From an optimization exercise on the open Yosys and OpenROAD flow, aimed at small area, a short achievable clock period and few clock cycles; shortcuts taken in it are not production practice.
In this exercise RTL edits were held to simulation tests only and were not proved equivalent to the original.

==> flow/design.v <==
package acc_drain_requant_pkg;
    localparam int ACC_WIDTH   = 32;    
    localparam int ACT_WIDTH   = 8;     
    localparam int REQ_SCALE_W = 16;    
    localparam int REQ_SHIFT_W = 5;     
    localparam int PROD_W      = ACC_WIDTH + REQ_SCALE_W;   
endpackage
import acc_drain_requant_pkg::*;
module acc_drain_requant_requant_stage (
    input  logic                 clk,
    input  logic [ACC_WIDTH-1:0] acc_i,
    input  logic                 ovf_i,
    input  logic [8:0]           b_one_i,      
    input  logic [8:0]           b_two_i,
    input  logic [8:0]           b_neg_i,
    input  logic [REQ_SHIFT_W-1:0] shift_i,    
    input  logic [38:8]          mask_i,       
    output logic [ACT_WIDTH-1:0] data_o,
    output logic                 sat_o
);
    localparam int W = PROD_W;
    logic [33:0]  ax;
    logic [8:0]   b_one, b_two, b_neg;
    logic [33:0]  r [9];
    logic [W-1:0] pp [9];
    always_comb begin
        ax = {{2{acc_i[31]}}, acc_i};
        b_one = b_one_i;
        b_two = b_two_i;
        b_neg = b_neg_i;
        for (int j = 0; j < 9; j++) begin
            for (int i = 0; i < 34; i++) begin
                r[j][i] = ((b_one[j] & ax[i]) | (b_two[j] & ((i == 0) ? 1'b0 : ax[i-1]))) ^ b_neg[j];
            end
        end
        pp[0] = '0;
        pp[0][32:0] = r[0][32:0];
        pp[0][33] = r[0][33];
        pp[0][34] = r[0][33];
        pp[0][35] = ~r[0][33];
        for (int i = 36; i < W; i += 2) pp[0][i] = 1'b1;
        for (int j = 1; j < 9; j++) begin
            pp[j] = '0;
            for (int i = 0; i < 33; i++) if (2*j + i < W) pp[j][2*j+i] = r[j][i];
            if (2*j + 33 < W) pp[j][2*j+33] = ~r[j][33];
            pp[j][2*j-2] = b_neg[j-1];
        end
    end
    function automatic logic [2*W-1:0] csa(input logic [W-1:0] x, input logic [W-1:0] y,
                                           input logic [W-1:0] z);
        logic [W-1:0] s, c;
        s = x ^ y ^ z;
        c = ((x & y) | (x & z) | (y & z)) << 1;
        csa = {c, s};
    endfunction
    logic [W-1:0] l1 [6];
    logic [W-1:0] l2 [4];
    logic [W-1:0] l3 [3];
    logic [W-1:0] l4 [2];
    always_comb begin
        for (int g = 0; g < 3; g++) {l1[2*g+1], l1[2*g]} = csa(pp[3*g], pp[3*g+1], pp[3*g+2]);
        for (int g = 0; g < 2; g++) {l2[2*g+1], l2[2*g]} = csa(l1[3*g], l1[3*g+1], l1[3*g+2]);
        {l3[1], l3[0]} = csa(l2[0], l2[1], l2[2]);
        l3[2] = l2[3];
        {l4[1], l4[0]} = csa(l3[0], l3[1], l3[2]);
    end
    logic [W-1:0] a_s_q, a_c_q;
    logic         a_ovf_q, a_neg_q;
    always_ff @(posedge clk) begin
        a_s_q   <= l4[0];
        a_c_q   <= l4[1];
        a_ovf_q <= ovf_i;
        a_neg_q <= acc_i[ACC_WIDTH-1];
    end
    logic [W-1:0] b_p_q;
    logic         b_ovf_q, b_neg_q;
    always_ff @(posedge clk) begin
        b_p_q   <= a_s_q + a_c_q;
        b_ovf_q <= a_ovf_q;
        b_neg_q <= a_neg_q;
    end
    logic signed [W:0]   v;
    logic signed [W:0]   u;
    logic [9:0]          w;
    logic [10:0]         qq;
    logic [9:0]          q;
    logic [W-1:0]        mask;
    logic                ext_ok, in_rng, neg;
    always_comb begin
        v    = {b_p_q, 1'b0};
        u    = v >>> shift_i;
        w    = u[9:0];
        mask = '0;
        mask[38:8] = mask_i;
        mask[W-1:39] = '1;
        neg    = b_p_q[W-1];
        ext_ok = ~|((b_p_q ^ {W{neg}}) & mask);
        qq     = {w[9], w} + 11'd1;
        q      = qq[10:1];
        in_rng = ext_ok && (q[9:7] == 3'b000 || q[9:7] == 3'b111);
        if (b_ovf_q) begin
            data_o = b_neg_q ? 8'h80 : 8'h7f;
            sat_o  = 1'b1;
        end else if (in_rng) begin
            data_o = q[7:0];
            sat_o  = 1'b0;
        end else begin
            data_o = neg ? 8'h80 : 8'h7f;
            sat_o  = 1'b1;
        end
    end
endmodule
import acc_drain_requant_pkg::*;
module acc_drain_requant (
    input  logic                   clk,
    input  logic                   rst_n,
    input  logic                   start,
    input  logic [16*ACC_WIDTH-1:0] acc_in,
    input  logic [15:0]            ovf_in,
    input  logic [REQ_SCALE_W-1:0] scale,
    input  logic [REQ_SHIFT_W-1:0] shift,
    output logic                   clear_acc,
    output logic                   busy,
    output logic                   done,
    output logic signed [ACT_WIDTH-1:0] out_data,
    output logic                   out_valid,
    input  logic                   out_ready,
    output logic                   out_last,
    output logic                   out_sat
);
    localparam int N = 16;
    logic                   busy_q, clear_q, done_q;
    logic [3:0]             head_q;
    logic [4:0]             nxt_q, want_q;
    logic                   v1_q, v2_q;
    logic [3:0]             i1_q, i2_q;
    logic [ACC_WIDTH:0]     ring_q [N];
    logic [8:0]             b_one_q, b_two_q, b_neg_q;
    logic [REQ_SHIFT_W-1:0] shift_q;
    logic [38:8]            mask_q;
    logic [17:0]            sx;
    logic accept, issue, out_free, arrive, load, drop, last_xfer;
    logic [ACT_WIDTH-1:0] res_data;
    logic                 res_sat;
    assign sx        = {2'b00, scale};
    assign busy      = busy_q;
    assign clear_acc = clear_q;
    assign done      = done_q;
    assign accept    = start & ~busy_q;
    assign issue     = busy_q & ~nxt_q[4] & (head_q == nxt_q[3:0]);
    assign out_free  = ~out_valid | out_ready;
    assign arrive    = busy_q & v2_q & ({1'b0, i2_q} == want_q);
    assign load      = arrive & out_free;
    assign drop      = arrive & ~out_free;
    assign last_xfer = out_valid & out_ready & out_last;
    always_ff @(posedge clk) begin
        for (int i = 0; i < N; i++) begin
            ring_q[i] <= busy_q ? ring_q[(i + 1) % N] : {ovf_in[i], acc_in[i*ACC_WIDTH +: ACC_WIDTH]};
        end
        if (!busy_q) begin
            for (int j = 0; j < 9; j++) begin
                b_neg_q[j] <= sx[2*j+1];
                b_one_q[j] <= sx[2*j] ^ ((j == 0) ? 1'b0 : sx[2*j-1]);
                b_two_q[j] <= (sx[2*j+1] & ~sx[2*j] & ~((j == 0) ? 1'b0 : sx[2*j-1])) |
                              (~sx[2*j+1] & sx[2*j] & ((j == 0) ? 1'b0 : sx[2*j-1]));
            end
            shift_q <= shift;
            for (int j = 8; j <= 38; j++) mask_q[j] <= (j - 8 >= int'(shift));
        end
    end
    always_ff @(posedge clk or negedge rst_n) begin
        if (!rst_n) begin
            busy_q    <= 1'b0;
            clear_q   <= 1'b0;
            done_q    <= 1'b0;
            head_q    <= '0;
            nxt_q     <= '0;
            want_q    <= '0;
            v1_q      <= 1'b0;
            v2_q      <= 1'b0;
            out_valid <= 1'b0;
        end else begin
            clear_q <= accept;
            done_q  <= last_xfer;
            if (accept)         busy_q <= 1'b1;
            else if (last_xfer) busy_q <= 1'b0;
            head_q <= busy_q ? head_q + 4'd1 : 4'd0;
            if (!busy_q)     nxt_q <= '0;
            else if (drop)   nxt_q <= want_q;
            else if (issue)  nxt_q <= nxt_q + 5'd1;
            if (!busy_q)     want_q <= '0;
            else if (load)   want_q <= want_q + 5'd1;
            v1_q <= issue;
            v2_q <= v1_q;
            if (load)          out_valid <= 1'b1;
            else if (out_ready) out_valid <= 1'b0;
        end
    end
    always_ff @(posedge clk) begin
        i1_q <= nxt_q[3:0];
        i2_q <= i1_q;
        if (out_free) begin
            out_data <= res_data;
            out_sat  <= res_sat;
            out_last <= (i2_q == 4'd15);
        end
    end
    acc_drain_requant_requant_stage u_stage (
        .clk     (clk),
        .acc_i   (ring_q[0][ACC_WIDTH-1:0]),
        .ovf_i   (ring_q[0][ACC_WIDTH]),
        .b_one_i (b_one_q),
        .b_two_i (b_two_q),
        .b_neg_i (b_neg_q),
        .shift_i (shift_q),
        .mask_i  (mask_q),
        .data_o  (res_data),
        .sat_o   (res_sat)
    );
endmodule
clock: 10.0 ns
lec_check: 0
cap_margin: 20
core_margin: 2
core_utilization: 40
slew_margin: 20
standard.sh (not shown) runs the stock make flow with config.mk's settings and CLKGATE_MAP_FILE= SYNTH_SCRIPT=/design/flow/synth_recipe.tcl, a recipe that flattens the netlist after the stock synthesis.
==> flow/flow/run.sh <==
#!/bin/bash
# Own layout flow: the standard ORFS flow, with two changes to how the layout is made:
#  - ports are buffered with sky130_fd_sc_hd__buf_1 instead of the default port buffer cell
#  - repair_timing (post-CTS and post-global-route) aims for extra setup slack, so the
#    optimiser keeps improving the critical paths below the 10 ns clock period.
# Every make/tool output goes to logs in this folder (ORFS's own per-step logs stay under orfs/logs).
set -euo pipefail
MARGIN=$(cat flow/margin.txt 2>/dev/null || echo 6.5)
bash standard.sh "BUFFER_PORTS_ARGS=-buffer_cell sky130_fd_sc_hd__buf_1" \
    "SETUP_SLACK_MARGIN=${MARGIN}" finish > standard_make.log 2>&1
==> flow/flow/margin.txt <==
6.5
Testbench counts at the start, summed over its fixed seeds: cycles 20,488.
Edit:
==> flow/flow/margin.txt (replaced) <==
7.0
The changed run went through all stages and came out clean.
Wire length goes up by a few percent.
Global-route usage goes up by 0.76 points.
First-iteration DRC count goes down by a few percent.


oak:
acc_drain_requant, a different RTL version from the one above (not shown whole).
Size: roughly 3300 cells after synthesis, about 790 flip-flops, roughly 570 I/O pins.
// acc_drain_requant
module acc_drain_requant (
    input  logic                   clk,
    input  logic                   rst_n,
    input  logic                   start,
    input  logic [16*ACC_WIDTH-1:0] acc_in,
    input  logic [15:0]            ovf_in,
    input  logic [REQ_SCALE_W-1:0] scale,
    input  logic [REQ_SHIFT_W-1:0] shift,
    output logic                   clear_acc,
    output logic                   busy,
    output logic                   done,
    output logic signed [ACT_WIDTH-1:0] out_data,
    output logic                   out_valid,
    input  logic                   out_ready,
    output logic                   out_last,
    output logic                   out_sat
);
export LEC_CHECK = 0
export CAP_MARGIN = 20
export CORE_MARGIN = 2
export CORE_UTILIZATION = 40
export SLEW_MARGIN = 20
create_clock -name core_clock -period 10.0 [get_ports {clk}]
==> flow/flow/run.sh <==
#!/bin/bash
# Own layout flow: the standard ORFS flow (standard.sh), with these changes to how the
# layout is made:
#  - ports are buffered with sky130_fd_sc_hd__buf_1 instead of the default port buffer cell
#  - repair_timing (post-CTS and post-global-route) aims for extra setup slack (flow/margin.txt),
#    so the optimiser keeps improving the critical paths below the 10 ns clock period
#  - optional clock-tree-synthesis arguments (flow/cts_args.txt)
# Make's full output goes to standard_make.log here; ORFS's per-step logs stay under orfs/logs.
set -euo pipefail
MARGIN=$(cat flow/margin.txt 2>/dev/null || echo 6.5)
ARGS=("BUFFER_PORTS_ARGS=-buffer_cell sky130_fd_sc_hd__buf_1" "SETUP_SLACK_MARGIN=${MARGIN}")
if [[ -s flow/cts_args.txt ]]; then
  ARGS+=("CTS_ARGS=$(cat flow/cts_args.txt)")
fi
bash standard.sh "${ARGS[@]}" finish > standard_make.log 2>&1
==> flow/flow/cts_args.txt <==
-sink_clustering_enable -repair_clock_nets -sink_clustering_size 20 -sink_clustering_max_diameter 100 -buf_list sky130_fd_sc_hd__clkbuf_16 -dont_use_dummy_load
==> flow/flow/margin.txt <==
6.6
oak has completed all stages; timing, DRC and antenna checks passed.
Testbench counts of oak, summed over its fixed seeds: cycles 20,488.
## Diff of input files: pine against oak
==> flow/flow/margin.txt <==
7.0
==> comparison <==
Of pine and oak, it is pine that has the higher setup slack.
When pine is set beside oak, its clock skew turns out to be 18 ps larger.
Relative to oak, post-CTS resize count has increased by 94 in pine.
Changes observed in pine relative to oak: fill cell total of the finished layout has decreased; highest clock rate has increased; area of all placed cells without fillers has increased.


Starting RTL as in the previous note.
==> flow/design.v (excerpt) <==
module acc_drain_requant (
    input  logic                   clk,
    input  logic                   rst_n,
    input  logic                   start,
    input  logic [16*ACC_WIDTH-1:0] acc_in,
    input  logic [15:0]            ovf_in,
    input  logic [REQ_SCALE_W-1:0] scale,
    input  logic [REQ_SHIFT_W-1:0] shift,
    output logic                   clear_acc,
    output logic                   busy,
    output logic                   done,
    output logic signed [ACT_WIDTH-1:0] out_data,
    output logic                   out_valid,
    input  logic                   out_ready,
    output logic                   out_last,
    output logic                   out_sat
);
    localparam int N = 16;
    logic                   busy_q, clear_q, done_q;
    logic [3:0]             head_q;
    logic [4:0]             nxt_q, want_q;
    logic                   v1_q, v2_q;
    logic [3:0]             i1_q, i2_q;
    logic [ACC_WIDTH:0]     ring_q [N];
    logic [8:0]             b_one_q, b_two_q, b_neg_q;
    logic [REQ_SHIFT_W-1:0] shift_q;
    logic [3:0]             sh_hi_q;
    logic [7:0]             sh_lo_q;
    logic                   ld_q;
    logic                   rot_q;       
    logic                   ov_n_q;      
    logic [17:0]            sx;
    logic accept, issue, out_free, arrive, load, drop, last_xfer;
    logic [ACT_WIDTH-1:0] res_data;
    logic                 res_sat;
    assign sx        = {2'b00, scale};
  ...
export LEC_CHECK = 0
export CAP_MARGIN = 20
export CORE_MARGIN = 2
export CORE_UTILIZATION = 40
export SLEW_MARGIN = 20
create_clock -name core_clock -period 10.0 [get_ports {clk}]
==> flow/flow/cts_args.txt <==
-sink_clustering_enable -repair_clock_nets -sink_clustering_size 26 -sink_clustering_max_diameter 120 -buf_list sky130_fd_sc_hd__clkbuf_16 -dont_use_dummy_load
==> flow/flow/margin.txt <==
7.0
Scripts as last shown in full above: flow/flow/run.sh
Testbench counts at the start, summed over its fixed seeds: cycles 20,488.
Rerun with:
==> flow/flow/cts_args.txt (replaced) <==
-sink_clustering_enable -repair_clock_nets -sink_clustering_size 20 -sink_clustering_max_diameter 100 -buf_list sky130_fd_sc_hd__clkbuf_16 -dont_use_dummy_load
==> flow/flow/margin.txt (replaced) <==
6.8
=>
- The changed run went through all stages and came out clean
- routed wire length increases by 0.74%
- register-to-register slack is better by 60 ps
- setup slack gets better by 58 ps
- core utilization goes down by 0.76 points
- final area drops by 1.6%
- die area does not change
- synthesized cell count stays the same
- via count hardly moves
- final cell count decreases by about 0.5%
Rerun with:
==> flow/flow/margin.txt (replaced) <==
7.3
What happened:
- The new run finished clean
- final cell count is higher by 2.9%
- critical path depth is higher by 11
- via count is higher by 4.7%
- sequential cell count is unchanged
- final area is higher by 8.8%
- sequential share of layout area is lower by 3.1 points
Rerun with:
==> flow/flow/cts_args.txt (replaced) <==
-sink_clustering_enable -repair_clock_nets -sink_clustering_size 26 -sink_clustering_max_diameter 120 -buf_list sky130_fd_sc_hd__clkbuf_16 -dont_use_dummy_load
==> flow/flow/margin.txt (replaced) <==
6.8
Result: The changed run passed the timing, design-rule and antenna checks. Worst hold slack degrades by 18 ps. Worst setup slack is better by 120 ps.


rev 12:
acc_drain_requant, a different RTL version from the one above (not shown whole).
Size in the first run: ~790 flip-flops, ~570 I/O pins.
Settings: LEC_CHECK=0, CAP_MARGIN=20, CORE_MARGIN=2, CORE_UTILIZATION=40, SLEW_MARGIN=20; clock period 10.0 ns.
==> flow/flow/cts_args.txt <==
-sink_clustering_enable -repair_clock_nets -sink_clustering_size 20 -sink_clustering_max_diameter 100 -buf_list sky130_fd_sc_hd__clkbuf_16 -dont_use_dummy_load
==> flow/flow/margin.txt <==
7.0
Scripts as last shown in full above: flow/flow/run.sh
Testbench counts of rev 12, summed over its fixed seeds: cycles 20,488.
Relative to rev 12, the following input files were edited for rev 13:
removed: flow/flow/cts_args.txt
==> run notes <==
- On routed wire length, rev 12 tracks rev 13 almost exactly.

==> what the ideal ports hide <==
How much do the figures lean on ideal ports? The routed layouts below were timed once more, with nothing changed but the port constraints. Step 1 sets driving cells, clkbuf_16 on the clock port and buf_2 on the other inputs (assumed; they add their load-dependent delay and slew). Step 2 also shifts input and output timing later by t, the mid clock arrival at the registers, as if the neighbouring blocks saw the same clock. a / b / c = ideal ports / drivers / drivers and shift; a / b = the first two.
run | t (ns) | setup slack, ns | worst setup path at the end | worst slew at a driven data input, ns | pins driven straight from the clock port
the first run of note 1 | 0.722 | 6.497 / 6.497 / 6.393 | input to register | 0.18 | 1
the second run of note 1 | 0.726 | 6.452 / 6.452 / 6.452 | register to register | 0.21 | 1
oak | 0.660 | 6.626 / 6.626 / 6.591 | input to register | 0.13 | 1
pine | 0.656 | 6.767 / 6.763 / 6.767 | register to register | 0.14 | 1
the first run of note 3 | 0.649 | 6.759 / 6.759 / 6.730 | input to register | 0.13 | 1
the second run of note 3 | 0.653 | 6.818 / 6.747 / 6.636 | input to register | 0.13 | 1
the third run of note 3 | 0.660 | 6.717 / 6.717 / 6.717 | register to register | 0.13 | 1
the fourth run of note 3 | 0.642 | 6.839 / 6.781 / 6.577 | input to register | 0.13 | 1
rev 12 | 0.655 | 6.832 / 6.764 / 6.774 | input to register | 0.17 | 1
rev 13 | 0.706 | 6.817 / 6.750 / 6.748 | input to register | 0.17 | 1
After both steps setup and hold are still met in every run listed. For the fourth run of note 3, which loses most, drivers alone change the setup slack by -0.058 ns; drivers and shift together by -0.262 ns.
